Source: an optimization exercise on an open RTL-to-GDS flow (aim: small area). Production flows keep margins and buffers that such runs may drop. Function was checked by simulation only, so behaviour that the tests miss may differ from the original. No activity file was given, so power comes from the tool's default toggle rates.

--- flow/config.mk ---
export PLATFORM = sky130hd
export DESIGN_NAME = srcCore
export DESIGN_NICKNAME = srcCore
export VERILOG_FILES = /design/flow/design.v
export SDC_FILE = /design/flow/constraint.sdc
export NUM_CORES = 4
export LEC_CHECK = 0
export ABC_AREA = 0
export CAP_MARGIN = 20
export CORE_MARGIN = 2
export CORE_UTILIZATION = 60
export CTS_BUF_LIST = sky130_fd_sc_hd__clkbuf_8
export CTS_CLUSTER_DIAMETER = 60
export CTS_CLUSTER_SIZE = 16
export SLEW_MARGIN = 20
export SYNTH_HIERARCHICAL = 1
export SYNTH_MINIMUM_KEEP_SIZE = 0
--- flow/constraint.sdc ---
create_clock -name core_clock -period 8.0 [get_ports {Clock}]
set_input_delay 1.6000 -clock core_clock [delete_from_list [all_inputs] [get_ports {Clock}]]
set_output_delay 1.6000 -clock core_clock [all_outputs]
set_load 0.01 [all_outputs]
--- flow/design.v ---
`default_nettype none
package srcPkg;
    localparam int InstrWidth   = 32;   
    localparam int RegCount     = 16;
    localparam int RegAddrWidth = 4;    
    localparam int ImmWidth     = 19;   
    localparam int OpcodeWidth  = 5;
    localparam logic [OpcodeWidth-1:0] OpAdd  = 5'd3;
    localparam logic [OpcodeWidth-1:0] OpSub  = 5'd4;
    localparam logic [OpcodeWidth-1:0] OpAnd  = 5'd5;
    localparam logic [OpcodeWidth-1:0] OpOr   = 5'd6;
    localparam logic [OpcodeWidth-1:0] OpShr  = 5'd7;
    localparam logic [OpcodeWidth-1:0] OpShra = 5'd8;
    localparam logic [OpcodeWidth-1:0] OpShl  = 5'd9;
    localparam logic [OpcodeWidth-1:0] OpRor  = 5'd10;
    localparam logic [OpcodeWidth-1:0] OpRol  = 5'd11;
    localparam logic [OpcodeWidth-1:0] OpAddi = 5'd12;
    localparam logic [OpcodeWidth-1:0] OpAndi = 5'd13;
    localparam logic [OpcodeWidth-1:0] OpOri  = 5'd14;
    localparam logic [OpcodeWidth-1:0] OpNeg    = 5'd17;   
    localparam logic [OpcodeWidth-1:0] OpNot    = 5'd18;
    localparam logic [OpcodeWidth-1:0] OpBranch = 5'd19;   
    typedef enum logic [3:0] {
        AluAdd, AluSub, AluAnd, AluOr,
        AluShr, AluShra, AluShl, AluRor, AluRol,
        AluNeg, AluNot,
        AluBranch,   
        AluNone      
    } AluOp;
    typedef enum logic [1:0] {
        CondZero    = 2'd0,
        CondNonzero = 2'd1,
        CondMinus   = 2'd2,
        CondPlus    = 2'd3
    } CondCode;
    typedef struct packed {
        AluOp                    aluOp;
        logic [RegAddrWidth-1:0] destReg;
        logic [InstrWidth-1:0]   opA;       
        logic [InstrWidth-1:0]   opB;       
        CondCode                 cond;
        logic                    writes;
        logic                    illegal;
    } DecodedOp;
    typedef struct packed {
        logic [InstrWidth-1:0]   value;
        logic [RegAddrWidth-1:0] destReg;
        logic                    writes;
        logic                    branchTaken;
        logic                    illegal;
    } ExecResult;
endpackage
`default_nettype wire
`default_nettype none
module srcCore (
    input  logic                            Clock,
    input  logic                            rstN,
    input  logic                            req,
    input  logic [srcPkg::InstrWidth-1:0]   instr,
    output logic                            ack,
    output logic [srcPkg::InstrWidth-1:0]   result,
    output logic [srcPkg::RegAddrWidth-1:0] resultReg,
    output logic                            wrote,
    output logic                            branchTaken,
    output logic                            illegal
);
    logic [4:0] op;
    logic [3:0] ra, rb, rc;
    assign op = instr[31:27];
    assign ra = instr[26:23];
    assign rb = instr[22:19];
    assign rc = instr[18:15];
    logic isAdd, isSub, isAnd, isOr, isShr, isShra, isShl, isRor, isRol;
    logic isAddi, isAndi, isOri, isNeg, isNot, isBr;
    assign isAdd  = (op == 5'd3);
    assign isSub  = (op == 5'd4);
    assign isAnd  = (op == 5'd5);
    assign isOr   = (op == 5'd6);
    assign isShr  = (op == 5'd7);
    assign isShra = (op == 5'd8);
    assign isShl  = (op == 5'd9);
    assign isRor  = (op == 5'd10);
    assign isRol  = (op == 5'd11);
    assign isAddi = (op == 5'd12);
    assign isAndi = (op == 5'd13);
    assign isOri  = (op == 5'd14);
    assign isNeg  = (op == 5'd17);
    assign isNot  = (op == 5'd18);
    assign isBr   = (op == 5'd19);
    logic isShift, isBin, isImm, writes, isIll, shLeft;
    assign isShift = isShr | isShra | isShl | isRor | isRol;
    assign isBin   = isAdd | isSub | isAnd | isOr;
    assign isImm   = isAddi | isAndi | isOri;
    assign writes  = isBin | isShift | isImm | isNeg | isNot;
    assign isIll   = !(writes | isBr);
    assign shLeft  = isShl | isRol;
    logic [2:0] phase;
    logic       clr;           
    logic       inPass;        
    logic       ld;            
    logic       rot2;          
    logic       loadDone;      
    logic [4:0] rotL;          
    logic       sgn;           
    logic       carry;
    logic       nz;            
    logic [3:0] x [8];         
    logic [3:0] prev;          
    logic [3:0] ring [16][8];
    logic run, passCyc, passEnd, loading, lastLoad, needLoad, rightMode, readRc;
    logic [2:0] rotG, stopPh;
    logic [1:0] rotB;
    assign rotG     = rotL[4:2];
    assign rotB     = rotL[1:0];
    assign run      = req && !ack;
    assign needLoad  = isShift | isBin;
    assign passCyc   = run && (inPass || (phase == 3'd0 && (!needLoad || loadDone)));
    assign passEnd   = passCyc && (phase == 3'd7);
    assign loading   = run && needLoad && !loadDone && (ld || phase == 3'd0);
    assign rightMode = (rotG == 3'd7);
    assign stopPh    = rightMode ? 3'd7 : ~rotG;
    assign lastLoad  = loading && (isBin ? (phase == 3'd7) : (rot2 && phase == stopPh));
    assign readRc    = loading && (isBin || (!rot2 && phase[2:1] == 2'd0));
    logic [3:0] addrA;
    logic [3:0] dataA;
    assign addrA = isBr ? ra : (readRc ? rc : rb);
    for (genvar i = 0; i < 4; i++) begin : rdLane
        logic [15:0] col;
        for (genvar r = 0; r < 16; r++) begin : c
            assign col[r] = ring[r][0][i];
        end
        mux16 muxA (.s(addrA), .d(col), .y(dataA[i]));
    end
    logic [7:0] window;
    logic [3:0] rotOut, shOut, below;
    logic       gLess, gEq, fillLeft, fillRight, fillVal;
    logic [3:0] prevEff, nextEff;
    assign prevEff   = (phase == 3'd0) ? x[7] : prev;    
    assign nextEff   = (phase == 3'd7) ? prev : x[1];    
    assign window    = rightMode ? {nextEff, x[0]} : {x[0], prevEff};
    assign gLess     = (!phase[2] & rotG[2]) |
                       ((phase[2] == rotG[2]) & ((!phase[1] & rotG[1]) |
                                                 ((phase[1] == rotG[1]) & !phase[0] & rotG[0])));
    assign gEq       = phase == rotG;
    assign fillLeft  = isShl;
    assign fillRight = (isShr | isShra) & (rotL != 5'd0);
    assign fillVal   = isShra & sgn;
    logic [3:0] laneLess;   
    assign laneLess = {1'b0, &rotB, rotB[1], |rotB};
    always_comb begin
        case (rotB)
            2'd0:    rotOut = window[7:4];
            2'd1:    rotOut = window[6:3];
            2'd2:    rotOut = window[5:2];
            default: rotOut = window[4:1];
        endcase
    end
    always_comb begin
        for (int i = 0; i < 4; i++) begin
            below[i]  = gLess | (gEq & laneLess[i]);
            if ((fillLeft & below[i]) | (fillRight & !below[i])) shOut[i] = fillVal;
            else                                               shOut[i] = rotOut[i];
        end
    end
    logic [3:0] amtLo;
    logic [3:0] negB;
    always_comb begin
        logic z;   
        z = 1'b1;
        for (int i = 0; i < 4; i++) begin
            negB[i] = dataA[i] ^ !z;
            z       = z & !dataA[i];
        end
    end
    assign amtLo = shLeft ? dataA : negB;
    logic [18:0] imm;
    logic [3:0]  immG, opB, addA, addB, logicOut, resG;
    logic        cin;
    logic [4:0]  sum;
    assign imm = instr[18:0];
    always_comb begin
        case (phase)
            3'd0:    immG = imm[3:0];
            3'd1:    immG = imm[7:4];
            3'd2:    immG = imm[11:8];
            3'd3:    immG = imm[15:12];
            3'd4:    immG = {imm[18], imm[18:16]};
            default: immG = {4{imm[18]}};
        endcase
    end
    assign opB = isImm ? immG : x[0];
    assign addA = isNeg ? ~dataA : dataA;
    assign addB = isNeg ? 4'd0 : (isSub ? ~opB : opB);
    assign cin  = (phase == 3'd0) ? (isSub | isNeg) : carry;
    always_comb begin
        logic c;
        c = cin;
        for (int i = 0; i < 4; i++) begin
            sum[i] = addA[i] ^ addB[i] ^ c;
            c      = (addA[i] & addB[i]) | (c & (addA[i] ^ addB[i]));
        end
        sum[4] = c;
    end
    always_comb begin
        if (isAnd | isAndi)    logicOut = dataA & opB;
        else if (isOr | isOri) logicOut = dataA | opB;
        else                   logicOut = ~dataA;
    end
    always_comb begin
        if (isAdd | isAddi | isSub | isNeg) resG = sum[3:0];
        else if (isShift)                   resG = shOut;
        else if (writes)                    resG = logicOut;
        else                                resG = 4'd0;   
    end
    logic anyA, brCond;
    assign anyA = ((phase != 3'd0) && nz) | (|dataA);
    always_comb begin
        case (instr[20:19])
            2'd0:    brCond = !anyA;
            2'd1:    brCond = anyA;
            2'd2:    brCond = dataA[3];
            default: brCond = !dataA[3];
        endcase
    end
    always_ff @(posedge Clock) begin
        if (!rstN) begin
            phase    <= 3'd0;
            clr      <= 1'b1;
            ack      <= 1'b0;
            inPass   <= 1'b0;
            ld       <= 1'b0;
            rot2     <= 1'b0;
            loadDone <= 1'b0;
        end else begin
            phase <= {phase[2] ^ (phase[1] & phase[0]), phase[1] ^ phase[0], !phase[0]};
            if (phase == 3'd7) clr <= 1'b0;
            if (passEnd) ack <= 1'b1;
            else if (!req) ack <= 1'b0;
            inPass   <= passCyc && !passEnd;
            ld       <= loading && !lastLoad;
            rot2     <= loading && !lastLoad && (rot2 || phase == 3'd7);
            loadDone <= run && (loadDone || lastLoad);
        end
    end
    always_ff @(posedge Clock) begin
        if (loading && !rot2) begin
            if (phase == 3'd0) rotL[3:0] <= amtLo;
            if (phase == 3'd1) rotL[4]   <= shLeft ? dataA[0] : (!dataA[0] ^ (rotL[3:0] == 4'd0));
            if (phase == 3'd7) sgn       <= dataA[3];
        end
        carry <= sum[4];
        nz    <= anyA;
        if (loading || passCyc) begin
            for (int k = 0; k < 7; k++) x[k] <= x[k + 1];
            x[7] <= loading ? dataA : resG;
            if (!(rightMode && isShift && passCyc) || phase == 3'd0) prev <= x[0];
        end
        if (passEnd) begin
            resultReg   <= ra;
            wrote       <= writes;
            illegal     <= isIll;
            branchTaken <= isBr & brCond;
        end
    end
    logic [3:0] wdata;
    logic [3:0] ringIn [16];
    assign wdata = resG;
    for (genvar r = 0; r < 16; r++) begin : wr
        logic we, keep;
        assign we   = passCyc && writes && ra == 4'(r);
        assign keep = !we && !clr;   
        aoMux4 m (.s(we), .sn(keep), .a(wdata), .b(ring[r][0]), .y(ringIn[r]));
    end
    always_ff @(posedge Clock) begin
        for (int r = 0; r < 16; r++) begin
            for (int k = 0; k < 7; k++) ring[r][k] <= ring[r][k + 1];
            ring[r][7] <= ringIn[r];
        end
    end
    always_comb begin
        for (int k = 0; k < 8; k++) result[4*k +: 4] = x[k];
    end
endmodule
module mux16 (
    input  logic [3:0]  s,
    input  logic [15:0] d,
    output logic        y
);
    logic [3:0] m;
    for (genvar j = 0; j < 4; j++) begin : l1
        mux4 u (.s(s[1:0]), .d(d[4*j +: 4]), .y(m[j]));
    end
    mux4 u2 (.s(s[3:2]), .d(m), .y(y));
endmodule
module mux4 (
    input  logic [1:0] s,
    input  logic [3:0] d,
    output logic       y
);
    assign y = d[s];
endmodule
module aoMux4 (
    input  logic       s,
    input  logic       sn,
    input  logic [3:0] a,
    input  logic [3:0] b,
    output logic [3:0] y
);
    assign y = ({4{s}} & a) | ({4{sn}} & b);
endmodule
`default_nettype wire
--- flow/flow/run.sh ---
#!/bin/bash
# Standard layout, with buf_1 as the port buffer cell.
set -e
export BUFFER_PORTS_ARGS="-buffer_cell sky130_fd_sc_hd__buf_1"
bash standard.sh > standard.log 2>&1
--- flow/standard.sh ---
#!/bin/bash
# synth_recipe.tcl (not shown) runs the flow's synth.tcl, then flattens the netlist and writes it again
# the make line also repeats each setting of config.mk as NAME=value (left out here)
make -C /OpenROAD-flow-scripts/flow DESIGN_CONFIG=/design/flow/config.mk WORK_HOME=/design/flow/orfs CLKGATE_MAP_FILE= SYNTH_SCRIPT=/design/flow/synth_recipe.tcl "${@:-finish}"
==> results.txt, run 1 <==
- Status: complete, no violations
- Placed cells: 1,400
- Int Power: 3.52 mW
- Skew-Pair Late Insertion Delay: 600 ps
- Sum of negative setup slack: 0 ps
- Worst clock skew: 34.9 ps
- Leakage: 6.35 nW
- Nets: 1,165
- Final worst setup slack: 1150 ps
- Average cell area after synthesis: 15.1 um^2
- Ant diodes: 0
- Die area: 26,600 um^2
- Vias in the first global route: 7,352
- Syn Nets: 1,057
- CP startpoint kind: primary input
- Final setup viols: 0
- Drt via density: 5.33
- F_max: 0.146 GHz
- Post-DP HPWL: 20,200 um
- Drt first pass iters: 5
- Cells after Synth: 1,008
- Clk root buf: clkbuf_8
- Clk pin slew, worst setup/hold paths: 90 ps
- CP Data Required Time: 8470 ps
- FP Rows: 58
- GR Overflow Total: 0
- RSZ-0062 raised after global routing: false
- Non-Filler Instances: 1,456
- I/O Pins: 75
- Fin crit share: 0.856
- Worst Hold Class: register to register
- Routed len/inst: 19.7 um
- Worst IR Drop VDD: 0.238 mV
- Max_cap viols: 0
- Yosys warns: 12
- Iteration-0 DRC count of the detailed router: 652
- H-tree depth: 2
- Max Root-Sink Buffers: 3
- Gr usage total: 0.218
- Initial core utilization: 0.608
- Vias: 7,763
- Sw Ratio: 0.220
- Critical path type: primary input to register
- Total chip power: 4.52 mW
- # resized after CTS: 0
- Sw Pwr: 0.995 mW
- Crit path max fanout: 16
- Fin crit period: 6850 ps
- Buffer count from post-CTS setup fixing: 0
- First-pass GRT wire length: 42,800 um
- Sequential area share after synthesis: 0.785
- Largest net degree at the start of global routing: 33
- Routability congestion estimate: 0.935
- Worst-margin pin slew: 891 ps
- Post-Syn Area: 15,200 um^2
- Hold-fix buffer count after cts: 0
- CTS tree: built
- Initial antenna violation count: 0
- Die Y: 163 um
- WL final: 28,600 um
- Cell variety after synth: 72
- Total core area: 25,000 um^2
- Count of input and output buffers: 74
- Synth Flop Type: dfxtp_1
- Slew HR: 0.401
- Critical Path End Type: register
- Post-route ant nets: 0
- Layout cell share with drive strength beyond 1: 0.0870
- Cell Pwr Density: 272 nW/um^2
- Sequential Power Share: 0.651
- TritonCTS Buffers: 44
- Synth Register Bits: 572
- Sink Count: 572
- Die width: 163 um
- Layout area overhead: 9.23%
- Final hold violation count: 0
- Ys async rst share: 0
- Post-synth EDFFs: 49
- Combinational power share: 0.044
- Clk pwr share: 0.305
- DRC violations left: 0
- Pins Over Slew Limit: 0
- Arr. time, crit path: 7310 ps
- Setup WS pre-CTS: 649 ps
==> metrics by stage <==
| step | hold WS (ps) | cell area, um^2 | utilization |
|---|---|---|---|
| after floorplan | 310 | 15200 | - |
| after detailed placement | 312 | 15900 | 0.635 |
| after CTS | 324 | 16600 | 0.664 |
| final | 318 | 16600 | 0.664 |
| after global routing | 323 | 16600 | 0.664 |
| after global placement | 310 | 15900 | 0.635 |
==> layout make-up <==
cell class | instances | area, um^2
Sequential cell | 572 | 11900
Tap cell | 330 | 413
Inverter | 16 | 60.1
Clock inverter | 11 | 101
Fill cell | 1844 | 8420
Timing Repair Buffer | 86 | 368
Clock buffer | 45 | 619
Multi-Input combinational cell | 396 | 3110
==> Yosys stat by module (local to each module, per instance), excerpt <==
module	times used	cells	area (um^2)
srcCore	1	924	14200
mux4	20	1	22.5
aoMux4	16	4	35.0
==> path summary, 6_finish.rpt <==
path               startpoint     endpoint  slack, ps  depth (start not counted)
setup reg to reg     phase[0]   ring[7][2]       1510                         20
setup / recovery    instr[28]   ring[7][2]       1150                         19
hold reg to reg   ring[91][3]  ring[90][3]        320                          0
hold / removal    ring[91][3]  ring[90][3]        320                          0
==> logic make-up after synthesis <==
logic type,after synthesis,share of synthesized area
flip-flops,572,0.785
AO/OA/AOI/OAI,176,0.0897
AND/OR/NAND/NOR,154,0.0512
buffers and inverters,40,0.0106
multiplexers,38,0.0419
XOR/XNOR,14,0.00806
adder cells (fa/ha/maj),14,0.0135
==> registers in the layout, indices dropped and copies added (netlist names), 3 cells and up <==
register / flops
ring: 512
x: 32
rotL: 5
prev: 4
resultReg: 4
phase: 3
==> worst max-delay path, cell delays in order <==
cell and delay (ps):
buf_1 330, nand2_1 230, xor2_1 190, nor3_1 310, o21ai_1 280, mux2i_1 200, a21oi_2 170, buf_4 320
mux4_2 570, mux4_2 550, xnor2_1 250, fa_1 210, inv_1 50, fa_1 380, fa_1 490, nand2_1 50
o311a_1 120, or3_1 680, a22o_1 320
==> power groups by stage <==
stage | sequential (mW) | combinational [mW] | clock [mW]
CTS | 2.94 | 0.197 | 1.42
global placement | 3.01 | 0.197 | 0
finish | 2.94 | 0.199 | 1.38
floorplan | 3.01 | 0.117 | 0
global route | 2.95 | 0.216 | 1.53
detailed placement | 3.01 | 0.197 | 0
==> routing by layer <==
layer	wire [um]	vias up	track usage	part of all wire
met5	0	-	0	0
met4	593	0	0.0636	0.021
met3	1560	41	0.0409	0.054
met2	12600	230	0.329	0.44
met1	13800	3732	0.322	0.48
li1	-	3760	-	-
==> synth_stat cells, drive strengths merged (3+ instances only) <==
cell / n / share of area
o2111ai: 5 / 0.0029
dfxtp: 523 / 0.69
a222oi: 5 / 0.0033
nand2b: 10 / 0.0041
nor2: 52 / 0.013
o221ai: 6 / 0.0035
edfxtp: 49 / 0.097
and3: 6 / 0.0025
nand4: 3 / 0.0012
a211oi: 5 / 0.0028
mux2i: 12 / 0.0079
a22o: 64 / 0.037
a31o: 3 / 0.0017
xnor2: 11 / 0.0063
nand4b: 4 / 0.0023
clkbuf: 19 / 0.0047
a32oi: 3 / 0.0017
nand2: 25 / 0.0062
a21oi: 26 / 0.0086
xor2: 3 / 0.0017
nor2b: 12 / 0.0049
nor3: 12 / 0.0039
fa: 4 / 0.0053
o21a: 3 / 0.0015
nand3: 10 / 0.0033
nor4: 3 / 0.0012
mux4: 20 / 0.030
a31oi: 3 / 0.0012
or3: 3 / 0.0012
o21ai: 20 / 0.0066
ha: 10 / 0.0082
inv: 16 / 0.0039
mux2: 6 / 0.0044
o22ai: 3 / 0.0012
buf: 5 / 0.0020
and2: 3 / 0.0012
a21o: 3 / 0.0015
==> layout by cell type, fill, tap and decap left out, types with 4 or more instances in the layout <==
cell type	n
nand2b_1	10
and3_1	6
o21ai_0	16
nor2_1	52
mux4_2	20
o21ai_1	4
nand3_1	10
buf_1	74
a211oi_1	4
fa_1	4
edfxtp_1	49
ha_1	10
a22o_1	64
nor3_1	12
clkbuf_8	45
inv_1	20
dfxtp_1	523
mux2_2	6
a222oi_1	5
o2111ai_1	5
a21oi_1	25
mux2i_1	12
buf_4	12
xnor2_1	11
nand2_1	25
o221ai_1	6
nor2b_1	12
nand4b_1	4
==> inputs of run 2 (changes only) <==
--- a/flow/config.mk
+++ b/flow/config.mk
@@ -10,8 +10,8 @@
 export CORE_MARGIN = 2
 export CORE_UTILIZATION = 60
 export CTS_BUF_LIST = sky130_fd_sc_hd__clkbuf_8
-export CTS_CLUSTER_DIAMETER = 60
-export CTS_CLUSTER_SIZE = 16
+export CTS_CLUSTER_DIAMETER = 50
+export CTS_CLUSTER_SIZE = 18
 export SLEW_MARGIN = 20
 export SYNTH_HIERARCHICAL = 1
 export SYNTH_MINIMUM_KEEP_SIZE = 0
==> run 2 against run 1 <==
  * Combinational power about the same
  * Synthesized area unchanged
  * Critical path type unchanged
  * Die area unchanged
  * Via count up 0.48%
  * Sequential share of layout area down 0.57 points
  * Critical path depth unchanged
==> results.txt, run 2 <==
- Crit path top cell by count: fa_1 (unchanged)
- DRC violations left: 0 (unchanged)
- Largest register FFs: 512 (unchanged)
- Combinational power share: 0.042 (was 0.044)
- Hold slack: 315 ps (was 318 ps)
- Critical Path End Type: register (unchanged)
- Average cell area after synthesis: 15.1 um^2 (unchanged)
- Clk pin slew, worst setup/hold paths: 110 ps (was 90 ps)
- Arr. time, crit path: 7300 ps (was 7310 ps)
- Pins Over Slew Limit: 0 (unchanged)
- Yosys warns: 12 (unchanged)
- Multi-input logic area: 3110 um^2 (unchanged)
- Cells after Synth: 1,008 (unchanged)
- Top flop regs: ring (512), x (32), rotL (5) (unchanged)
- Routability congestion estimate: 0.935 (unchanged)
- # resized after CTS: 0 (unchanged)
- Worst-margin pin slew: 895 ps (was 891 ps)
- Ys async rst share: 0 (unchanged)
- Skew-Pair Late Insertion Delay: 610 ps (was 600 ps)
- Min-delay src: ring[123][3] (was ring[91][3])
- Drt first pass iters: 5 (unchanged)
- Worst Hold Depth: 0 (unchanged)
- First-pass GRT wire length: 43,400 um (was 42,800 um)
- Count of input and output buffers: 74 (unchanged)
- Buffer count from post-CTS setup fixing: 0 (unchanged)
- Hold-fix buffer count after cts: 0 (unchanged)
- Most common cell after layout, fill and taps aside: dfxtp_1 (unchanged)
- Vias in the first global route: 7,472 (was 7,352)
- Fin crit share: 0.854 (was 0.856)
- Syn Nets: 1,057 (unchanged)
- Critical path type: primary input to register (unchanged)
- Final hold violation count: 0 (unchanged)
- Crit path max fanout: 16 (unchanged)
- R2R Path Start: phase[0] (unchanged)
- Sequential area share after synthesis: 0.785 (unchanged)
- Synth area leader: dfxtp_1 (unchanged)
- Yosys top cell area share: 0.688 (unchanged)
- Post-synth EDFFs: 49 (unchanged)
- Post-Syn Area: 15,200 um^2 (unchanged)
- WL final: 29,000 um (was 28,600 um)
- I/O Pins: 75 (unchanged)
- Ant diodes: 0 (unchanged)
- Sink Count: 572 (unchanged)
- Iteration-0 DRC count of the detailed router: 643 (was 652)
- Worst Hold Class: register to register (unchanged)
- Reg2Reg Setup Slack: 1530 ps (was 1510 ps)
- Nets: 1,163 (was 1,165)
- Initial antenna violation count: 0 (unchanged)
- Final setup viols: 0 (unchanged)
- Status: complete, no violations (unchanged)
- Routed len/inst: 19.9 um (was 19.7 um)
- Clk root buf: clkbuf_8 (unchanged)
- Die width: 163 um (unchanged)
- Die Y: 163 um (unchanged)
- Synth Flop Type: dfxtp_1 (unchanged)
- Placed cells: 1,400 (unchanged)
- CTS tree: built (unchanged)
- Terminating pin of the worst hold path: ring[122][3] (was ring[90][3])
- Synth top area cells: dfxtp_1, edfxtp_1, a22o_1 (unchanged)
- Cell Pwr Density: 280 nW/um^2 (was 272 nW/um^2)
- Synth top cells by count: dfxtp_1, a22o_1, nor2_1 (unchanged)
- Sw Ratio: 0.220 (about the same)
- Max_cap viols: 0 (unchanged)
- CP Data Required Time: 8470 ps (about the same)
- RSZ-0062 raised after global routing: false (unchanged)
- Die area: 26,600 um^2 (unchanged)
- Layout area overhead: 10.1% (was 9.23%)
- Biggest register: ring (unchanged)
- Max Root-Sink Buffers: 3 (unchanged)
- Slew HR: 0.398 (was 0.401)
- Final Util: 0.669 (was 0.664)
- Fill cell total of the finished layout: 1,830 (was 1,844)
- Fin crit period: 6830 ps (was 6850 ps)
- R2r endpoint: ring[15][2] (was ring[7][2])
- Largest stage delay on the critical path: 690 ps (was 680 ps)
- Drt via density: 5.35 (was 5.33)
- Worst clock skew: 49.2 ps (was 34.9 ps)
- Clk pwr share: 0.329 (was 0.305)
- Int Power: 3.65 mW (was 3.52 mW)
- CP cell instances: buf_1 -> nand2_1 -> xor2_1 -> nor3_1 -> o21ai_1 -> mux2i_1 -> a21oi_2 -> buf_4 -> mux4_2 -> mux4_2 -> xnor2_1 -> fa_1 -> inv_1 -> fa_1 -> fa_1 -> nand2_1 -> o311a_1 -> or3_1 -> a22o_1 (unchanged)
- Slowest CP cell: or3_1 (unchanged)
- Total core area: 25,000 um^2 (unchanged)
- Non-Filler Instances: 1,459 (was 1,456)
- Sum of negative setup slack: 0 ps (unchanged)
- Gr usage total: 0.220 (was 0.218)
- Sw Pwr: 1.03 mW (was 0.995 mW)
- Sequential Power Share: 0.628 (was 0.651)
- Reg2reg path depth: 20 (unchanged)
- Largest net degree at the start of global routing: 33 (unchanged)
- Total chip power: 4.68 mW (was 4.52 mW)
- TritonCTS Buffers: 42 (was 44)
- FP Rows: 58 (unchanged)
- Most used standard cell by instance count after synthesis: dfxtp_1 (unchanged)
- Post-route ant nets: 0 (unchanged)
- Most frequent cells in the layout: dfxtp_1, buf_1, a22o_1 (unchanged)
- Initial core utilization: 0.608 (unchanged)
- Layout cell share with drive strength beyond 1: 0.0912 (was 0.0870)
- Seq. cell area: 11,900 um^2 (unchanged)
- GR Overflow Total: 0 (unchanged)
- Cell variety after synth: 72 (unchanged)
- Post-DP HPWL: 20,200 um (unchanged)
- F_max: 0.146 GHz (about the same)
- Leakage: 6.41 nW (was 6.35 nW)
- CP startpoint kind: primary input (unchanged)
- Synth Register Bits: 572 (unchanged)
- H-tree depth: 2 (unchanged)
- Vias: 7,800 (was 7,763)
- Worst IR Drop VDD: 0.288 mV (was 0.238 mV)
## run 2: routing by layer
metal	wire (um)	share of wire	GRT usage	up-vias
met4	750	0.026	0.0648	0
met3	1690	0.058	0.0383	55
met2	12800	0.44	0.339	266
met1	13800	0.48	0.323	3718
met5	0	0	0	-
li1	-	-	-	3761
## run 2: worst max-delay path by stage
stage                    from            to  slack, ps  depth (start not counted)
floorplan           instr[31]  ring[103][3]        120                         18
global placement    instr[28]   ring[23][2]        830                         19
detailed placement  instr[28]   ring[87][2]        650                         19
CTS                 instr[28]   ring[15][2]       1280                         19
global route        instr[28]    ring[7][2]        850                         19
finish              instr[28]   ring[15][2]       1170                         19
## run 2: cell families (layout without fill, tap and decap cells)
| kind of cell | count (synthesis) | after routing | share of synthesized area |
|---|---|---|---|
| and+or+nand+nor | 154 | 154 | 0.0512 |
| buffers and inverters | 40 | 161 | 0.0106 |
| AOI/OAI and AO/OA | 176 | 176 | 0.0897 |
| DFF | 572 | 572 | 0.785 |
| xor gates and xnor gates | 14 | 14 | 0.00806 |
| adders and majority gates | 14 | 14 | 0.0135 |
| muxes | 38 | 38 | 0.0419 |
## run 2: power groups by stage
| stage | sequential, mW | clock [mW] | combinational (mW) |
|---|---|---|---|
| 2_1_floorplan | 3.01 | 0 | 0.117 |
| 3_3_place_gp | 3.01 | 0 | 0.197 |
| 3_5_place_dp | 3.01 | 0 | 0.197 |
| 4_1_cts | 2.94 | 1.58 | 0.197 |
| 5_1_grt | 2.95 | 1.69 | 0.216 |
| 6_report | 2.94 | 1.54 | 0.199 |
## run 2: per-stage QoR
stage	worst slack, ps	area, um^2
3_5_place_dp	649	15900
4_1_cts	1280	16700
2_1_floorplan	122	15200
3_3_place_gp	831	15900
6_report	1170	16700
5_1_grt	850	16700
## run 2: Yosys stat by module, one instance, submodules excluded, excerpt
module   flip-flops and latches  cells inside  copies in the design
srcCore                     572           924                     1
aoMux4                        0             4                    16
mux4                          0             1                    20
## run 2: final cells by class
class | count | share of cell area
Inverter | 16 | 0.00359
Clock buffer | 44 | 0.0362
Tap cell | 330 | 0.0247
Sequential cell | 572 | 0.713
Clock inverter | 15 | 0.0149
Multi-Input combinational cell | 396 | 0.186
Timing Repair Buffer | 86 | 0.0220
## run 2: worst max-delay path, delay by kind of cell
family          cells  cell delay, ps
xor+xnor            2             440
mux                 3            1320
buf+inv             3             700
fa+ha+maj           3            1080
compound gates      4             880
simple gates        4            1280
==> inputs of run 3 (changes only) <==
--- a/flow/design.v
+++ b/flow/design.v
@@ -101,7 +101,6 @@
     logic       rot2;          
     logic       loadDone;      
     logic [4:0] rotL;          
-    logic       sgn;           
     logic       carry;
     logic       nz;            
     logic [3:0] x [8];         
@@ -144,7 +143,7 @@
     assign gEq       = phase == rotG;
     assign fillLeft  = isShl;
     assign fillRight = (isShr | isShra) & (rotL != 5'd0);
-    assign fillVal   = isShra & sgn;
+    assign fillVal   = isShra & (rightMode ? x[0][3] : (gEq ? prevEff[3] : x[7][3]));
     logic [3:0] laneLess;   
     assign laneLess = {1'b0, &rotB, rotB[1], |rotB};
     always_comb begin
@@ -178,15 +177,11 @@
     logic        cin;
     logic [4:0]  sum;
     assign imm = instr[18:0];
-    always_comb begin
-        case (phase)
-            3'd0:    immG = imm[3:0];
-            3'd1:    immG = imm[7:4];
-            3'd2:    immG = imm[11:8];
-            3'd3:    immG = imm[15:12];
-            3'd4:    immG = {imm[18], imm[18:16]};
-            default: immG = {4{imm[18]}};
-        endcase
+    for (genvar i = 0; i < 4; i++) begin : immLane
+        logic lo, hi;
+        mux4 m (.s(phase[1:0]), .d({imm[12 + i], imm[8 + i], imm[4 + i], imm[i]}), .y(lo));
+        assign hi = (phase[1:0] == 2'd0) ? imm[(i < 3) ? 16 + i : 18] : imm[18];
+        assign immG[i] = phase[2] ? hi : lo;
     end
     assign opB = isImm ? immG : x[0];
     assign addA = isNeg ? ~dataA : dataA;
@@ -246,7 +241,6 @@
         if (loading && !rot2) begin
             if (phase == 3'd0) rotL[3:0] <= amtLo;
             if (phase == 3'd1) rotL[4]   <= shLeft ? dataA[0] : (!dataA[0] ^ (rotL[3:0] == 4'd0));
-            if (phase == 3'd7) sgn       <= dataA[3];
         end
         carry <= sum[4];
         nz    <= anyA;
@@ -265,11 +259,10 @@
     logic [3:0] wdata;
     logic [3:0] ringIn [16];
     assign wdata = resG;
+    logic [15:0] we, keep;
+    wrDecode wd (.en(passCyc && writes), .clr(clr), .a(ra), .we(we), .keep(keep));
     for (genvar r = 0; r < 16; r++) begin : wr
-        logic we, keep;
-        assign we   = passCyc && writes && ra == 4'(r);
-        assign keep = !we && !clr;   
-        aoMux4 m (.s(we), .sn(keep), .a(wdata), .b(ring[r][0]), .y(ringIn[r]));
+        aoMux4 m (.s(we[r]), .sn(keep[r]), .a(wdata), .b(ring[r][0]), .y(ringIn[r]));
     end
     always_ff @(posedge Clock) begin
         for (int r = 0; r < 16; r++) begin
@@ -281,6 +274,25 @@
         for (int k = 0; k < 8; k++) result[4*k +: 4] = x[k];
     end
 endmodule
+module wrDecode (
+    input  logic        en,
+    input  logic        clr,
+    input  logic [3:0]  a,
+    output logic [15:0] we,
+    output logic [15:0] keep
+);
+    logic [3:0] lo, hi;
+    always_comb begin
+        for (int k = 0; k < 4; k++) begin
+            lo[k] = (a[1:0] == 2'(k));
+            hi[k] = en && (a[3:2] == 2'(k));
+        end
+        for (int r = 0; r < 16; r++) begin
+            we[r]   = lo[r % 4] & hi[r / 4];
+            keep[r] = !(we[r] | clr);
+        end
+    end
+endmodule
 module mux16 (
     input  logic [3:0]  s,
     input  logic [15:0] d,
==> flow/flow/run.sh (replaced) <==
#!/bin/bash
# Standard layout, with buf_1 as the port buffer cell and no dummy clock loads.
set -e
export BUFFER_PORTS_ARGS="-buffer_cell sky130_fd_sc_hd__buf_1"
export CTS_ARGS="-sink_clustering_enable -repair_clock_nets -sink_clustering_size 18 -sink_clustering_max_diameter 60 -buf_list sky130_fd_sc_hd__clkbuf_8 -dont_use_dummy_load"
bash standard.sh > standard.log 2>&1
--- a/flow/config.mk
+++ b/flow/config.mk
@@ -8,9 +8,9 @@
 export ABC_AREA = 0
 export CAP_MARGIN = 20
 export CORE_MARGIN = 2
-export CORE_UTILIZATION = 60
+export CORE_UTILIZATION = 70
 export CTS_BUF_LIST = sky130_fd_sc_hd__clkbuf_8
-export CTS_CLUSTER_DIAMETER = 50
+export CTS_CLUSTER_DIAMETER = 60
 export CTS_CLUSTER_SIZE = 18
 export SLEW_MARGIN = 20
 export SYNTH_HIERARCHICAL = 1
==> run 3 against run 2 <==
  * Power down 6.9%
  * Final cell count fell by 2.7%
  * Design area fell by 1.1%
  * Sequential power about the same
  * Setup slack gained 94 ps
  * Synthesized area up 1.1%
  * Fmax grew 1.4%
  * Die area is 13% lower
  * Largest cell class unchanged
  * Largest power group unchanged
  * Highest routed layer unchanged
==> results.txt, run 3 <==
- Arr. time, crit path: 7110 ps (was 7300 ps)
- Worst-margin pin slew: 1060 ps (was 895 ps)
- Ys async rst share: 0 (unchanged)
- Pins Over Slew Limit: 0 (unchanged)
- Worst Hold Class: register to register (unchanged)
- Max_cap viols: 0 (unchanged)
- Sum of negative setup slack: 0 ps (unchanged)
- Total chip power: 4.36 mW (was 4.68 mW)
- Reg2Reg Setup Slack: 1740 ps (was 1530 ps)
- # resized after CTS: 0 (unchanged)
- Initial antenna violation count: 0 (unchanged)
- Hold-fix buffer count after cts: 0 (unchanged)
- Cell Pwr Density: 263 nW/um^2 (was 280 nW/um^2)
- WL final: 30,300 um (was 29,000 um)
- Worst IR Drop VDD: 0.230 mV (was 0.288 mV)
- Cell variety after synth: 67 (was 72)
- Layout area overhead: 7.69% (was 10.1%)
- Routability congestion estimate: 0.865 (was 0.935)
- Buffer count from post-CTS setup fixing: 0 (unchanged)
- Slew HR: 0.289 (was 0.398)
- Yosys top cell area share: 0.681 (was 0.688)
- Fill cell total of the finished layout: 1,225 (was 1,830)
- H-tree depth: 2 (unchanged)
- RSZ-0062 raised after global routing: false (unchanged)
- FP Rows: 54 (was 58)
- Drt first pass iters: 5 (unchanged)
- Final setup viols: 0 (unchanged)
- Clk root buf: clkbuf_8 (unchanged)
- Sw Pwr: 0.926 mW (was 1.03 mW)
- Cells after Synth: 1,037 (was 1,008)
- Biggest register: ring (unchanged)
- Final worst setup slack: 1270 ps (was 1170 ps)
- Worst clock skew: 76.5 ps (was 49.2 ps)
- CP startpoint kind: primary input (unchanged)
- First-pass GRT wire length: 46,300 um (was 43,400 um)
- Ant diodes: 0 (unchanged)
- Clk pin slew, worst setup/hold paths: 100 ps (was 110 ps)
- Sequential area share after synthesis: 0.774 (was 0.785)
- Top flop regs: ring (512), x (32), rotL (5) (unchanged)
- Gr usage total: 0.261 (was 0.220)
- Setup WS pre-CTS: 777 ps (was 649 ps)
- CP Data Required Time: 8380 ps (was 8470 ps)
- Total core area: 21,700 um^2 (was 25,000 um^2)
- Max Root-Sink Buffers: 3 (unchanged)
- Sequential Power Share: 0.674 (was 0.628)
- Crit path max fanout: 16 (unchanged)
- Synth top cells by count: dfxtp_1, a22o_1, nor2_1 (unchanged)
- Nets: 1,188 (was 1,163)
- Layout cell share with drive strength beyond 1: 0.0825 (was 0.0912)
- Post-DP HPWL: 21,200 um (was 20,200 um)
- CTS tree: built (unchanged)
- Post-synth EDFFs: 48 (was 49)
- Combinational power share: 0.049 (was 0.042)
- I/O Pins: 75 (unchanged)
- Status: complete, no violations (unchanged)
- Int Power: 3.43 mW (was 3.65 mW)
- F_max: 0.148 GHz (was 0.146 GHz)
- DRC violations left: 0 (unchanged)
- Synth Register Bits: 571 (was 572)
- Initial core utilization: 0.709 (was 0.608)
- Fin crit period: 6730 ps (was 6830 ps)
- Syn Nets: 1,084 (was 1,057)
- Die Y: 152 um (was 163 um)
- Clk pwr share: 0.276 (was 0.329)
- Final hold violation count: 0 (unchanged)
- Critical path type: primary input to register (unchanged)
- Drt via density: 5.79 (was 5.35)
- Routed len/inst: 21.3 um (was 19.9 um)
- Count of input and output buffers: 74 (unchanged)
- Critical Path End Type: register (unchanged)
- Sink Count: 571 (was 572)
- Most frequent cells in the layout: dfxtp_1, buf_1, a22o_1 (unchanged)
- TritonCTS Buffers: 39 (was 42)
- Vias in the first global route: 8,016 (was 7,472)
- Average cell area after synthesis: 14.8 um^2 (was 15.1 um^2)
- Die width: 152 um (was 163 um)
- Fin crit share: 0.842 (was 0.854)
- Skew-Pair Late Insertion Delay: 560 ps (was 610 ps)
- Die area: 23,200 um^2 (was 26,600 um^2)
- Final Util: 0.764 (was 0.669)
- Yosys warns: 13 (was 12)
- Vias: 8,217 (was 7,800)
- Synth top area cells: dfxtp_1, edfxtp_1, a22o_1 (unchanged)
- Iteration-0 DRC count of the detailed router: 735 (was 643)
- GR Overflow Total: 0 (unchanged)
- Most used standard cell by instance count after synthesis: dfxtp_1 (unchanged)
- Synth Flop Type: dfxtp_1 (unchanged)
- Post-Syn Area: 15,400 um^2 (was 15,200 um^2)
- Most common cell after layout, fill and taps aside: dfxtp_1 (unchanged)
- Leakage: 6.32 nW (was 6.41 nW)
- Sw Ratio: 0.213 (was 0.220)
- Largest register FFs: 512 (unchanged)
- Post-route ant nets: 0 (unchanged)
- Largest net degree at the start of global routing: 34 (was 33)
- Synth area leader: dfxtp_1 (unchanged)
## run 3: cell types whose count changed after synthesis, sizes merged, moves of 4 or more
cell and delta:
nand3b +5, nand2 +12, o221ai -6, a222oi -5
mux4 +4, a21oi +5, mux2i +9, nor2b -4
a31oi +8, and3b +4, and2 +6
## run 3: layout make-up
| class | instances | area [um^2] | share of cell area |
|---|---|---|---|
| clock buffers | 39 | 537 | 0.0324 |
| inverters | 16 | 60.1 | 0.00363 |
| multi-input cells | 425 | 3320 | 0.201 |
| flip-flops and latches | 571 | 11900 | 0.719 |
| well taps | 280 | 350 | 0.0211 |
| repair buffers | 88 | 383 | 0.0231 |
## run 3: path summary, 6_finish.rpt
kind / start / cells past startpoint / end
setup / recovery: instr[29] / 20 / ring[63][3]
hold / removal: ring[47][3] / 0 / ring[46][3]
setup reg to reg: phase[1] / 22 / ring[63][3]
hold reg to reg: ring[47][3] / 0 / ring[46][3]
## run 3: metrics by stage
stage                     hold WS (ps)  instance area (um^2)  cells
after floorplan                    310                 15400   1037
after global placement             310                 16000   1380
after detailed placement           312                 16000   1380
after CTS                          263                 16600   1419
after global routing               261                 16600   1419
final                              260                 16600   1419
## run 3: worst max-delay path, cell delays in order
cell and delay (ps):
buf_1 430, a21boi_0 220, o21ai_0 170, a21oi_1 460
mux2i_1 180, o21ai_2 140, buf_4 320, mux4_2 560
mux4_2 580, xnor2_1 250, fa_1 210, inv_1 50
fa_1 370, fa_1 380, inv_1 80, fa_1 410
nor2_1 150, nor2_1 50, buf_4 220, a22o_1 250
## run 3: Yosys stat by module (local to each module, per instance), a selection
module | flip-flops and latches | cells inside
mux4 | 0 | 1
srcCore | 571 | 900
aoMux4 | 0 | 4
wrDecode | 0 | 49
## run 3: power groups by stage
stage | clock network (mW) | registers (mW) | logic [mW]
after floorplan | 0 | 3.01 | 0.127
after global placement | 0 | 3.00 | 0.210
after detailed placement | 0 | 3.01 | 0.213
after CTS | 1.23 | 2.94 | 0.213
after global routing | 1.32 | 2.94 | 0.233
final | 1.20 | 2.94 | 0.216
## run 3: kinds of logic after synthesis
group           share of synthesized area
xor+xnor                          0.00740
simple gates                       0.0571
compound gates                     0.0857
flops                               0.774
mux                                0.0532
fa+ha+maj                          0.0117
buf+inv                            0.0106
## run 3: layer usage
layer | track usage | up-vias | wire [um]
met2 | 0.399 | 383 | 13300
met3 | 0.0438 | 74 | 2120
met5 | 0 | - | 0
met1 | 0.383 | 3931 | 13800
met4 | 0.0961 | 0 | 1010
li1 | - | 3829 | -
==> inputs of run 4 (changes only) <==
--- a/flow/config.mk
+++ b/flow/config.mk
@@ -8,7 +8,7 @@
 export ABC_AREA = 0
 export CAP_MARGIN = 20
 export CORE_MARGIN = 2
-export CORE_UTILIZATION = 70
+export CORE_UTILIZATION = 60
 export CTS_BUF_LIST = sky130_fd_sc_hd__clkbuf_8
 export CTS_CLUSTER_DIAMETER = 60
 export CTS_CLUSTER_SIZE = 18
==> run 4 against run 3 <==
  * Global-route usage decreased by 3.8 points
  * Utilization is 10 points lower
  * Die area increased by 16%
  * Via count shrank 1.8%
  * Synthesized area stayed put
  * Routed wire length is 1.9% lower
  * Clock power about the same
  * Largest power group unchanged
==> results.txt, run 4 <==
- Vias: 8,068 (was 8,217)
- Worst-margin pin slew: 1060 ps (about the same)
- Buffer count from post-CTS setup fixing: 0 (unchanged)
- F_max: 0.149 GHz (was 0.148 GHz)
- Synth top cells by count: dfxtp_1, a22o_1, nor2_1 (unchanged)
- Post-route ant nets: 0 (unchanged)
- DRC violations left: 0 (unchanged)
- CP cell instances: buf_1 -> a21boi_0 -> o21ai_0 -> a21oi_1 -> mux2i_1 -> o21ai_2 -> buf_4 -> mux4_2 -> mux4_2 -> xnor2_1 -> fa_1 -> inv_1 -> fa_1 -> fa_1 -> inv_1 -> fa_1 -> nor2_1 -> nor2_1 -> buf_4 -> a22o_1 (unchanged)
- Die width: 164 um (was 152 um)
- Layout cell share with drive strength beyond 1: 0.0833 (was 0.0825)
- Synth Register Bits: 571 (unchanged)
- I/O Pins: 75 (unchanged)
- Routability congestion estimate: 0.865 (about the same)
- CP bufs+invs: 5 (unchanged)
- # resized after CTS: 0 (unchanged)
- Top flop regs: ring (512), x (32), rotL (5) (unchanged)
- Hold-fix buffer count after cts: 0 (unchanged)
- Syn Nets: 1,084 (unchanged)
- Sum of negative setup slack: 0 ps (unchanged)
- Clk pin slew, worst setup/hold paths: 100 ps (about the same)
- Biggest register: ring (unchanged)
- Drt first pass iters: 5 (unchanged)
- Critical Path End Type: register (unchanged)
- Initial antenna violation count: 0 (unchanged)
- Skew-Pair Late Insertion Delay: 570 ps (was 560 ps)
- Max Root-Sink Buffers: 3 (unchanged)
- Routed len/inst: 20.2 um (was 21.3 um)
- Pins Over Slew Limit: 0 (unchanged)
- Yosys warns: 13 (unchanged)
- Most common cell after layout, fill and taps aside: dfxtp_1 (unchanged)
- Leakage: 6.32 nW (about the same)
- Cells after Synth: 1,037 (unchanged)
- Fin crit share: 0.837 (was 0.842)
- Clk root buf: clkbuf_8 (unchanged)
- Post-DP HPWL: 21,000 um (was 21,200 um)
- Max_cap viols: 0 (unchanged)
- Synth top area cells: dfxtp_1, edfxtp_1, a22o_1 (unchanged)
- Die area: 26,900 um^2 (was 23,200 um^2)
- Most frequent cells in the layout: dfxtp_1, buf_1, a22o_1 (unchanged)
- Worst Hold Class: register to register (unchanged)
- Nets: 1,189 (was 1,188)
- Die Y: 164 um (was 152 um)
- Slew HR: 0.288 (was 0.289)
- Status: complete, no violations (unchanged)
- Vias in the first global route: 7,528 (was 8,016)
- Crit path max fanout: 16 (unchanged)
- TritonCTS Buffers: 39 (unchanged)
- Total core area: 25,200 um^2 (was 21,700 um^2)
- Slowest CP cell: mux4_2 (unchanged)
- RSZ-0062 raised after global routing: false (unchanged)
- Worst clock skew: 62.9 ps (was 76.5 ps)
- H-tree depth: 2 (unchanged)
- Fin crit period: 6700 ps (was 6730 ps)
- Post-Syn Area: 15,400 um^2 (unchanged)
- Synth area leader: dfxtp_1 (unchanged)
- Initial core utilization: 0.611 (was 0.709)
- Count of input and output buffers: 74 (unchanged)
- GR Overflow Total: 0 (unchanged)
- Final hold violation count: 0 (unchanged)
- Post-synth EDFFs: 48 (unchanged)
- Largest stage delay on the critical path: 590 ps (was 580 ps)
- CP Data Required Time: 8430 ps (was 8380 ps)
- Sink Count: 571 (unchanged)
- Cell Pwr Density: 262 nW/um^2 (was 263 nW/um^2)
- Largest register FFs: 512 (unchanged)
- Top delay family on crit path: adder cells (unchanged)
- CP startpoint kind: primary input (unchanged)
- Total chip power: 4.37 mW (was 4.36 mW)
- Drt via density: 5.48 (was 5.79)
- Largest net degree at the start of global routing: 34 (unchanged)
- Yosys top cell area share: 0.681 (unchanged)
- Gr usage total: 0.223 (was 0.261)
- Final setup viols: 0 (unchanged)
- Ys async rst share: 0 (unchanged)
- Synth Flop Type: dfxtp_1 (unchanged)
- Cell variety after synth: 67 (unchanged)
- Sequential area share after synthesis: 0.774 (unchanged)
- FP Rows: 58 (was 54)
- Iteration-0 DRC count of the detailed router: 671 (was 735)
- Worst IR Drop VDD: 0.267 mV (was 0.230 mV)
- Most used standard cell by instance count after synthesis: dfxtp_1 (unchanged)
- WL final: 29,700 um (was 30,300 um)
- Arr. time, crit path: 7130 ps (was 7110 ps)
- CTS tree: built (unchanged)
- Crit path top cell by count: fa_1 (unchanged)
- Critical path type: primary input to register (unchanged)
- First-pass GRT wire length: 44,300 um (was 46,300 um)
- Layout area overhead: 8.16% (was 7.69%)
- Average cell area after synthesis: 14.8 um^2 (unchanged)
run 4: changes by cell type in the layout (fill, tap and decap cells not counted), sizes merged:
cell / change
buf: +1
diode: +1
run 4: Yosys stat by module, one instance, submodules excluded, a selection:
| module | cells inside | area (um^2) |
|---|---|---|
| srcCore | 900 | 14000 |
| wrDecode | 49 | 273 |
| aoMux4 | 4 | 35.0 |
| mux4 | 1 | 22.5 |
run 4: cell type report:
type | count | area (um^2)
inverter | 16 | 60.1
sequential | 571 | 11900
tap | 330 | 413
clock buffer | 39 | 537
timing repair buffer | 89 | 390
antenna | 1 | 2.50
multi-input combinational | 425 | 3320
fill | 1813 | 8540
run 4: logic make-up after synthesis:
group                      count (synthesis)  synth area share
and+or+nand+nor                          171            0.0571
DFF                                      571             0.774
buffers and inverters                     41            0.0106
AOI/OAI and AO/OA                        178            0.0857
adders and majority gates                 12            0.0117
xor gates and xnor gates                  13           0.00740
muxes                                     51            0.0532
run 4: worst register-to-register path, delay by kind of cell (launching register included):
kind            cells  cell delay [ps]
simple gates        3              380
compound gates      4             1000
xor+xnor            1              260
mux                 3             1320
flops               1              450
buf+inv             6             1080
fa+ha+maj           5             1650
run 4: power by group:
group / switching (mW) / internal [mW]
combinational: 0.141 / 0.0756
sequential: 0.0233 / 2.92
clock: 0.771 / 0.440
total: 0.935 / 3.43
run 4: metrics by stage:
| step | hold WS, ps | worst slack (ps) | std cells | cell area [um^2] | utilization |
|---|---|---|---|---|---|
| global route | 254 | 883 | 1470 | 16600 | 0.661 |
| floorplan | 310 | 356 | 1037 | 15400 | - |
| detailed placement | 312 | 755 | 1431 | 16100 | 0.639 |
| global placement | 309 | 898 | 1431 | 16100 | 0.639 |
| CTS | 263 | 1330 | 1470 | 16600 | 0.661 |
| finish | 261 | 1300 | 1471 | 16600 | 0.661 |
run 4: layer usage:
| metal | global-route usage | part of all wire | vias up |
|---|---|---|---|
| met2 | 0.342 | 0.43 | 284 |
| met5 | 0 | 0 | - |
| met3 | 0.0356 | 0.062 | 72 |
| met1 | 0.326 | 0.48 | 3878 |
| met4 | 0.0726 | 0.029 | 0 |
| li1 | - | - | 3834 |
run 4: final timing paths:
kind,cells past startpoint,slack [ps],start,end
worst min register to register,0,260,ring[95][0],ring[94][0]
worst max-delay path,20,1300,instr[29],ring[31][3]
worst min-delay path,0,260,ring[95][0],ring[94][0]
worst max register to register,22,1740,phase[1],ring[31][3]
==> inputs of run 5 (changes only) <==
--- a/flow/config.mk
+++ b/flow/config.mk
@@ -6,12 +6,12 @@
 export NUM_CORES = 4
 export LEC_CHECK = 0
 export ABC_AREA = 0
-export CAP_MARGIN = 20
+export CAP_MARGIN = 5
 export CORE_MARGIN = 2
 export CORE_UTILIZATION = 60
 export CTS_BUF_LIST = sky130_fd_sc_hd__clkbuf_8
 export CTS_CLUSTER_DIAMETER = 60
 export CTS_CLUSTER_SIZE = 18
-export SLEW_MARGIN = 20
+export SLEW_MARGIN = 5
 export SYNTH_HIERARCHICAL = 1
 export SYNTH_MINIMUM_KEEP_SIZE = 0
==> run 5 against run 4 <==
  * Clock power about the same
  * Combinational power about the same
  * Sequential cell count unchanged
  * Sequential power about the same
  * Global-route usage unchanged
  * Fmax unchanged
  * Worst hold slack unchanged
  * Routed wire length unchanged
  * First-iteration DRC count unchanged
  * Final cell count unchanged
  * Clock skew unchanged
==> results.txt, run 5 <==
- Yosys warns: 13 (unchanged)
- Die area: 26,900 um^2 (unchanged)
- Initial antenna violation count: 0 (unchanged)
- Cell variety after synth: 67 (unchanged)
- Worst clock skew: 62.9 ps (unchanged)
- Synth Flop Type: dfxtp_1 (unchanged)
- Vias in the first global route: 7,528 (unchanged)
- Worst Hold Class: register to register (unchanged)
- F_max: 0.149 GHz (unchanged)
- WL final: 29,700 um (unchanged)
- Clk root buf: clkbuf_8 (unchanged)
- Non-Filler Instances: 1,471 (unchanged)
- Arr. time, crit path: 7130 ps (about the same)
- Min-delay src: ring[95][0] (unchanged)
- Sequential area share after synthesis: 0.774 (unchanged)
- Most common cell after layout, fill and taps aside: dfxtp_1 (unchanged)
- Most used standard cell by instance count after synthesis: dfxtp_1 (unchanged)
- Routability congestion estimate: 0.865 (unchanged)
- Pins Over Slew Limit: 0 (unchanged)
- Count of input and output buffers: 74 (unchanged)
- Setup crit start: instr[29] (unchanged)
- Nets: 1,189 (unchanged)
- Critical Path End Type: register (unchanged)
- Fin crit share: 0.837 (unchanged)
- I/O Pins: 75 (unchanged)
- Ys async rst share: 0 (unchanged)
- Setup WS pre-CTS: 755 ps (unchanged)
- Synth Register Bits: 571 (unchanged)
- # resized after CTS: 0 (unchanged)
- Reg2reg path depth: 22 (unchanged)
- Post-DP HPWL: 21,000 um (unchanged)
- Syn Nets: 1,084 (unchanged)
- Yosys top cell area share: 0.681 (unchanged)
- Worst Hold Depth: 0 (unchanged)
- Hold-fix buffer count after cts: 0 (unchanged)
- Synth area leader: dfxtp_1 (unchanged)
- Reg2Reg Setup Slack: 1740 ps (about the same)
- TritonCTS Buffers: 39 (unchanged)
- Synth top cells by count: dfxtp_1, a22o_1, nor2_1 (unchanged)
- Die width: 164 um (unchanged)
- Drt via density: 5.48 (unchanged)
- Most frequent cells in the layout: dfxtp_1, buf_1, a22o_1 (unchanged)
- Worst-margin pin slew: 1060 ps (unchanged)
- Sink Count: 571 (unchanged)
- Final setup viols: 0 (unchanged)
- Post-route ant nets: 0 (unchanged)
- Placement Cell Area: 16,100 um^2 (unchanged)
- R2R Path Start: phase[1] (unchanged)
- CTS tree: built (unchanged)
- Worst IR Drop VDD: 0.267 mV (unchanged)
- Clk pin slew, worst setup/hold paths: 100 ps (about the same)
- Leakage: 6.32 nW (unchanged)
- Post-synth EDFFs: 48 (unchanged)
- Final worst setup slack: 1300 ps (unchanged)
- Largest net degree at the start of global routing: 34 (unchanged)
- Post-Syn Area: 15,400 um^2 (unchanged)
- Layout cell share with drive strength beyond 1: 0.0833 (unchanged)
- Sum of negative setup slack: 0 ps (unchanged)
- Die Y: 164 um (unchanged)
- Average cell area after synthesis: 14.8 um^2 (unchanged)
- GR Overflow Total: 0 (unchanged)
- Layout area overhead: 8.16% (unchanged)
- Total chip power: 4.37 mW (unchanged)
- DRC violations left: 0 (unchanged)
- RSZ-0062 raised after global routing: false (unchanged)
- FP Rows: 58 (unchanged)
- Terminating pin of the worst hold path: ring[94][0] (unchanged)
- Max Root-Sink Buffers: 3 (unchanged)
- Skew-Pair Late Insertion Delay: 570 ps (about the same)
- Vias: 8,068 (unchanged)
- Total core area: 25,200 um^2 (unchanged)
- Crit path max fanout: 16 (unchanged)
- First-pass GRT wire length: 44,300 um (unchanged)
- Iteration-0 DRC count of the detailed router: 671 (unchanged)
- Final Util: 0.661 (unchanged)
- Max_cap viols: 0 (unchanged)
- Design area: 16,600 um^2 (unchanged)
- H-tree depth: 2 (unchanged)
- Hold slack: 261 ps (unchanged)
- Largest register FFs: 512 (unchanged)
- R2r endpoint: ring[31][3] (unchanged)
- Biggest register: ring (unchanged)
- CP startpoint kind: primary input (unchanged)
- Synth top area cells: dfxtp_1, edfxtp_1, a22o_1 (unchanged)
- Placed cells: 1,431 (unchanged)
- Status: complete, no violations (unchanged)
- Cells after Synth: 1,037 (unchanged)
- Routed len/inst: 20.2 um (unchanged)
- CP Data Required Time: 8430 ps (about the same)
- Drt first pass iters: 5 (unchanged)
- Slew HR: 0.288 (unchanged)
- Initial core utilization: 0.611 (unchanged)
- Buffer count from post-CTS setup fixing: 0 (unchanged)
- Top flop regs: ring (512), x (32), rotL (5) (unchanged)
- Critical path type: primary input to register (unchanged)
- Gr usage total: 0.223 (unchanged)
- Cell Pwr Density: 262 nW/um^2 (unchanged)
- Final hold violation count: 0 (unchanged)
- Fin crit period: 6700 ps (unchanged)
-- run 5: cell counts after synthesis --
No cell type changed its count.
-- run 5: how the worst max path moves through the flow --
stage                    to
3_5_place_dp   ring[119][3]
6_report        ring[31][3]
3_3_place_gp    ring[31][3]
4_1_cts         ring[31][3]
5_1_grt         ring[15][3]
2_1_floorplan  ring[103][3]
-- run 5: critical path: stages --
cell and delay (ps):
buf_1 440, a21boi_0 220, o21ai_0 170, a21oi_1 480, mux2i_1 170, o21ai_2 130, buf_4 320, mux4_2 550
mux4_2 590, xnor2_1 260, fa_1 210, inv_1 50, fa_1 370, fa_1 370, inv_1 80, fa_1 400
nor2_1 160, nor2_1 60, buf_4 220, a22o_1 240
-- run 5: cell families after synthesis --
logic type / Yosys count / share of synthesized area
compound gates: 178 / 0.0857
xor+xnor: 13 / 0.00740
fa+ha+maj: 12 / 0.0117
buf+inv: 41 / 0.0106
flops: 571 / 0.774
mux: 51 / 0.0532
simple gates: 171 / 0.0571
-- run 5: report_power, final --
part           internal, mW  total, mW  switching (mW)
registers              2.92       2.94          0.0233
clock network         0.440       1.21           0.771
logic                0.0756      0.217           0.141
-- run 5: per-module statistics from Yosys, one instance, submodules excluded, excerpt --
module    flops+latches  copies in the design  area, um^2  cells inside
srcCore             571                     1       14000           900
mux4                  0                    24        22.5             1
wrDecode              0                     1         273            49
aoMux4                0                    16        35.0             4
-- run 5: metal layers --
| metal | vias up | track usage | part of all wire |
|---|---|---|---|
| li1 | 3834 | - | - |
| met1 | 3878 | 0.326 | 0.48 |
| met2 | 284 | 0.342 | 0.43 |
| met3 | 72 | 0.0356 | 0.062 |
| met4 | 0 | 0.0726 | 0.029 |
| met5 | - | 0 | 0 |
-- run 5: layout make-up --
type | count | area [um^2]
Sequential cell | 571 | 11900
Fill cell | 1813 | 8540
Multi-Input combinational cell | 425 | 3320
Clock buffer | 39 | 537
Tap cell | 330 | 413
Timing Repair Buffer | 89 | 390
Inverter | 16 | 60.1
Antenna cell | 1 | 2.50
==> inputs of run 6 (changes only) <==
--- a/flow/design.v
+++ b/flow/design.v
@@ -101,6 +101,7 @@
     logic       rot2;          
     logic       loadDone;      
     logic [4:0] rotL;          
+    logic       sgn;           
     logic       carry;
     logic       nz;            
     logic [3:0] x [8];         
@@ -143,7 +144,7 @@
     assign gEq       = phase == rotG;
     assign fillLeft  = isShl;
     assign fillRight = (isShr | isShra) & (rotL != 5'd0);
-    assign fillVal   = isShra & (rightMode ? x[0][3] : (gEq ? prevEff[3] : x[7][3]));
+    assign fillVal   = isShra & sgn;
     logic [3:0] laneLess;   
     assign laneLess = {1'b0, &rotB, rotB[1], |rotB};
     always_comb begin
@@ -241,6 +242,7 @@
         if (loading && !rot2) begin
             if (phase == 3'd0) rotL[3:0] <= amtLo;
             if (phase == 3'd1) rotL[4]   <= shLeft ? dataA[0] : (!dataA[0] ^ (rotL[3:0] == 4'd0));
+            if (phase == 3'd7) sgn       <= dataA[3];
         end
         carry <= sum[4];
         nz    <= anyA;
--- a/flow/config.mk
+++ b/flow/config.mk
@@ -6,12 +6,12 @@
 export NUM_CORES = 4
 export LEC_CHECK = 0
 export ABC_AREA = 0
-export CAP_MARGIN = 5
+export CAP_MARGIN = 20
 export CORE_MARGIN = 2
 export CORE_UTILIZATION = 60
 export CTS_BUF_LIST = sky130_fd_sc_hd__clkbuf_8
 export CTS_CLUSTER_DIAMETER = 60
-export CTS_CLUSTER_SIZE = 18
-export SLEW_MARGIN = 5
+export CTS_CLUSTER_SIZE = 16
+export SLEW_MARGIN = 20
 export SYNTH_HIERARCHICAL = 1
 export SYNTH_MINIMUM_KEEP_SIZE = 0
==> run 6 against run 5 <==
  * Largest cell class unchanged
  * Still clean on timing, DRC and antenna
  * Sequential cell count rose by 1
  * Critical path type unchanged
  * Routed wire length fell by 4.1%
  * Sequential share of layout area rose by 0.93 points
==> results.txt, run 6 <==
- Status: complete, no violations (unchanged)
- Layout cell share with drive strength beyond 1: 0.0976 (was 0.0833)
- Gr usage total: 0.217 (was 0.223)
- Non-Filler Instances: 1,437 (was 1,471)
- Cell variety after synth: 69 (was 67)
- F_max: 0.143 GHz (was 0.149 GHz)
- Count of input and output buffers: 74 (unchanged)
- TritonCTS Buffers: 39 (unchanged)
- Cells after Synth: 996 (was 1,037)
- Top flop regs: ring (512), x (32), rotL (5) (unchanged)
- Initial core utilization: 0.606 (was 0.611)
- Nets: 1,156 (was 1,189)
- Min-delay src: ring[94][2] (was ring[95][0])
- Fill cell total of the finished layout: 1,829 (was 1,813)
- Worst clock skew: 109 ps (was 62.9 ps)
- Sequential area share after synthesis: 0.787 (was 0.774)
- Post-DP HPWL: 20,000 um (was 21,000 um)
- Critical path type: primary input to register (unchanged)
- Sum of negative setup slack: 0 ps (unchanged)
- Total core area: 25,000 um^2 (was 25,200 um^2)
- Final hold violation count: 0 (unchanged)
- Buffer count from post-CTS setup fixing: 0 (unchanged)
- First-pass GRT wire length: 42,800 um (was 44,300 um)
- Ant diodes: 0 (was 1)
- Die area: 26,600 um^2 (was 26,900 um^2)
- Vias in the first global route: 7,281 (was 7,528)
- Hold slack: 271 ps (was 261 ps)
- CP startpoint kind: primary input (unchanged)
- WL final: 28,500 um (was 29,700 um)
- Vias: 7,628 (was 8,068)
- Synth top area cells: dfxtp_1, edfxtp_1, mux4_2 (was dfxtp_1, edfxtp_1, a22o_1)
- Iteration-0 DRC count of the detailed router: 609 (was 671)
- Synth Register Bits: 572 (was 571)
- Synth area leader: dfxtp_1 (unchanged)
- Setup WS pre-CTS: 475 ps (was 755 ps)
- Crit path max fanout: 16 (unchanged)
- I/O Pins: 75 (unchanged)
- DRC violations left: 0 (unchanged)
- Yosys warns: 13 (unchanged)
- CP Data Required Time: 8400 ps (was 8430 ps)
- GR Overflow Total: 0 (unchanged)
- Synth Flop Type: dfxtp_1 (unchanged)
- H-tree depth: 2 (unchanged)
- Max_cap viols: 0 (unchanged)
- Routability congestion estimate: 0.869 (was 0.865)
- Largest net degree at the start of global routing: 32 (was 34)
- Final Util: 0.658 (was 0.661)
- Synth top cells by count: dfxtp_1, a22o_1, edfxtp_1 (was dfxtp_1, a22o_1, nor2_1)
- Fin crit share: 0.876 (was 0.837)
- Drt first pass iters: 6 (was 5)
- Final worst setup slack: 988 ps (was 1300 ps)
- Drt via density: 5.31 (was 5.48)
- Critical Path End Type: register (unchanged)
- # resized after CTS: 0 (unchanged)
- Pins Over Slew Limit: 0 (unchanged)
- Cell Pwr Density: 265 nW/um^2 (was 262 nW/um^2)
- Biggest register: ring (unchanged)
- Clk root buf: clkbuf_8 (unchanged)
- Yosys top cell area share: 0.690 (was 0.681)
- Max Root-Sink Buffers: 3 (unchanged)
- CTS tree: built (unchanged)
- Worst Hold Class: register to register (unchanged)
- Largest register FFs: 512 (unchanged)
- Most frequent cells in the layout: dfxtp_1, buf_1, a22o_1 (unchanged)
- Placed cells: 1,398 (was 1,431)
- Hold-fix buffer count after cts: 0 (unchanged)
- Post-synth EDFFs: 49 (was 48)
- Worst IR Drop VDD: 0.231 mV (was 0.267 mV)
- Die Y: 163 um (was 164 um)
- Clk pin slew, worst setup/hold paths: 100 ps (about the same)
- FP Rows: 58 (unchanged)
- Fin crit period: 7010 ps (was 6700 ps)
- Setup crit start: instr[29] (unchanged)
- Layout area overhead: 8.48% (was 8.16%)
- Most used standard cell by instance count after synthesis: dfxtp_1 (unchanged)
- RSZ-0062 raised after global routing: false (unchanged)
- Routed len/inst: 19.8 um (was 20.2 um)
- Worst-margin pin slew: 727 ps (was 1060 ps)
- Die width: 163 um (was 164 um)
- Leakage: 6.23 nW (was 6.32 nW)
- R2R Path Start: phase[1] (unchanged)
- Ys async rst share: 0 (unchanged)
- Slew HR: 0.512 (was 0.288)
- Post-Syn Area: 15,200 um^2 (was 15,400 um^2)
- Sink Count: 572 (was 571)
- Arr. time, crit path: 7410 ps (was 7130 ps)
- Most common cell after layout, fill and taps aside: dfxtp_1 (unchanged)
- Skew-Pair Late Insertion Delay: 560 ps (was 570 ps)
- Syn Nets: 1,043 (was 1,084)
- Final setup viols: 0 (unchanged)
- Design area: 16,500 um^2 (was 16,600 um^2)
- Average cell area after synthesis: 15.2 um^2 (was 14.8 um^2)
- Placement Cell Area: 15,900 um^2 (was 16,100 um^2)
- Post-route ant nets: 0 (unchanged)
- Total chip power: 4.36 mW (was 4.37 mW)
- Initial antenna violation count: 0 (unchanged)
-- run 6: cell count changes after synthesis, sizes merged, moves of 4 or more --
cell and delta:
a211o -4, and3b -4, clkbuf -5, mux2i -6, nor2 -13
-- run 6: layout make-up --
class | instances | area, um^2 | area share
flip-flops and latches | 572 | 11900 | 0.725
well taps | 330 | 413 | 0.0251
repair buffers | 93 | 420 | 0.0255
clock buffers | 39 | 537 | 0.0326
multi-input cells | 386 | 3090 | 0.188
inverters | 17 | 63.8 | 0.00388
-- run 6: per-module statistics from Yosys, one instance, submodules excluded, a selection --
module	area [um^2]	flops+latches	cells inside	times used
aoMux4	35.0	0	4	16
mux4	22.5	0	1	24
srcCore	13800	572	859	1
wrDecode	273	0	49	1
-- run 6: cell families (layout without fill, tap and decap cells) --
group,count (synthesis),in the layout,share of synthesized area
DFF,572,572,0.787
adders and majority gates,13,13,0.0125
buffers and inverters,38,149,0.0106
muxes,49,49,0.0539
xor gates and xnor gates,13,13,0.00750
AOI/OAI and AO/OA,161,161,0.0770
and+or+nand+nor,150,150,0.0518
-- run 6: critical path, cell delays in order --
cell and delay (ps):
buf_1 390, or2_1 340, o21ai_1 140, or3_1 380
a21oi_1 310, mux2i_1 170, o21ai_2 410, mux4_2 580
mux4_2 570, inv_1 200, xnor2_1 180, fa_1 200
inv_1 50, fa_1 370, fa_1 370, inv_1 70
fa_1 410, o21a_1 200, buf_4 200, a22o_1 250
-- run 6: where the power goes --
part | total (mW) | internal [mW] | leakage (nW) | switching (mW)
Clock | 1.20 | 0.440 | 0.280 | 0.762
Combinational | 0.205 | 0.0725 | 1.28 | 0.133
Sequential | 2.95 | 2.92 | 4.67 | 0.0229
-- run 6: final timing paths --
| check | to | slack, ps | depth (start not counted) |
|---|---|---|---|
| worst min register to register | ring[93][2] | 270 | 0 |
| worst max register to register | ring[39][3] | 1360 | 21 |
| worst max-delay path | ring[39][3] | 990 | 20 |
| worst min-delay path | ring[93][2] | 270 | 0 |
-- run 6: metal layers --
layer / track usage / vias up / routed length (um)
met3: 0.0416 / 59 / 1530
met1: 0.324 / 3671 / 14000
met5: 0 / - / 0
met2: 0.325 / 218 / 12200
li1: - / 3680 / -
met4: 0.0684 / 0 / 748

==> afterwards: timing with drivers on the ports <==
The results above use ideal ports. As a check the final layouts listed here were re-extracted and re-timed, cells and wires unchanged. Step 1 assumes that a clkbuf_16 drives the clock port and a buf_2 every other input. Step 2, shift: input delay + t, output delay - t, t = (earliest + latest rising clock arrival at the registers) / 2. This alone moves slack from input paths to output paths. a / b / c = ideal / step 1 / step 2; a / b = the first two.
run | t (ns) | setup WS [ns] | slew at the worst register clock pin (ns)
run 1 | 0.622 | 1.155 / 1.134 / 0.512 | 0.10 / 0.10
run 2 | 0.627 | 1.171 / 1.153 / 0.526 | 0.11 / 0.11
run 3 | 0.566 | 1.265 / 1.257 / 0.691 | 0.11 / 0.11
run 4 | 0.578 | 1.303 / 1.292 / 0.715 | 0.11 / 0.11
run 5 | 0.578 | 1.303 / 1.292 / 0.715 | 0.11 / 0.11
run 6 | 0.549 | 0.988 / 0.996 / 0.447 | 0.10 / 0.10
After both steps setup and hold are still met in every run listed. For run 2, which loses most, drivers alone change the setup slack by -0.018 ns; drivers and shift together by -0.645 ns.
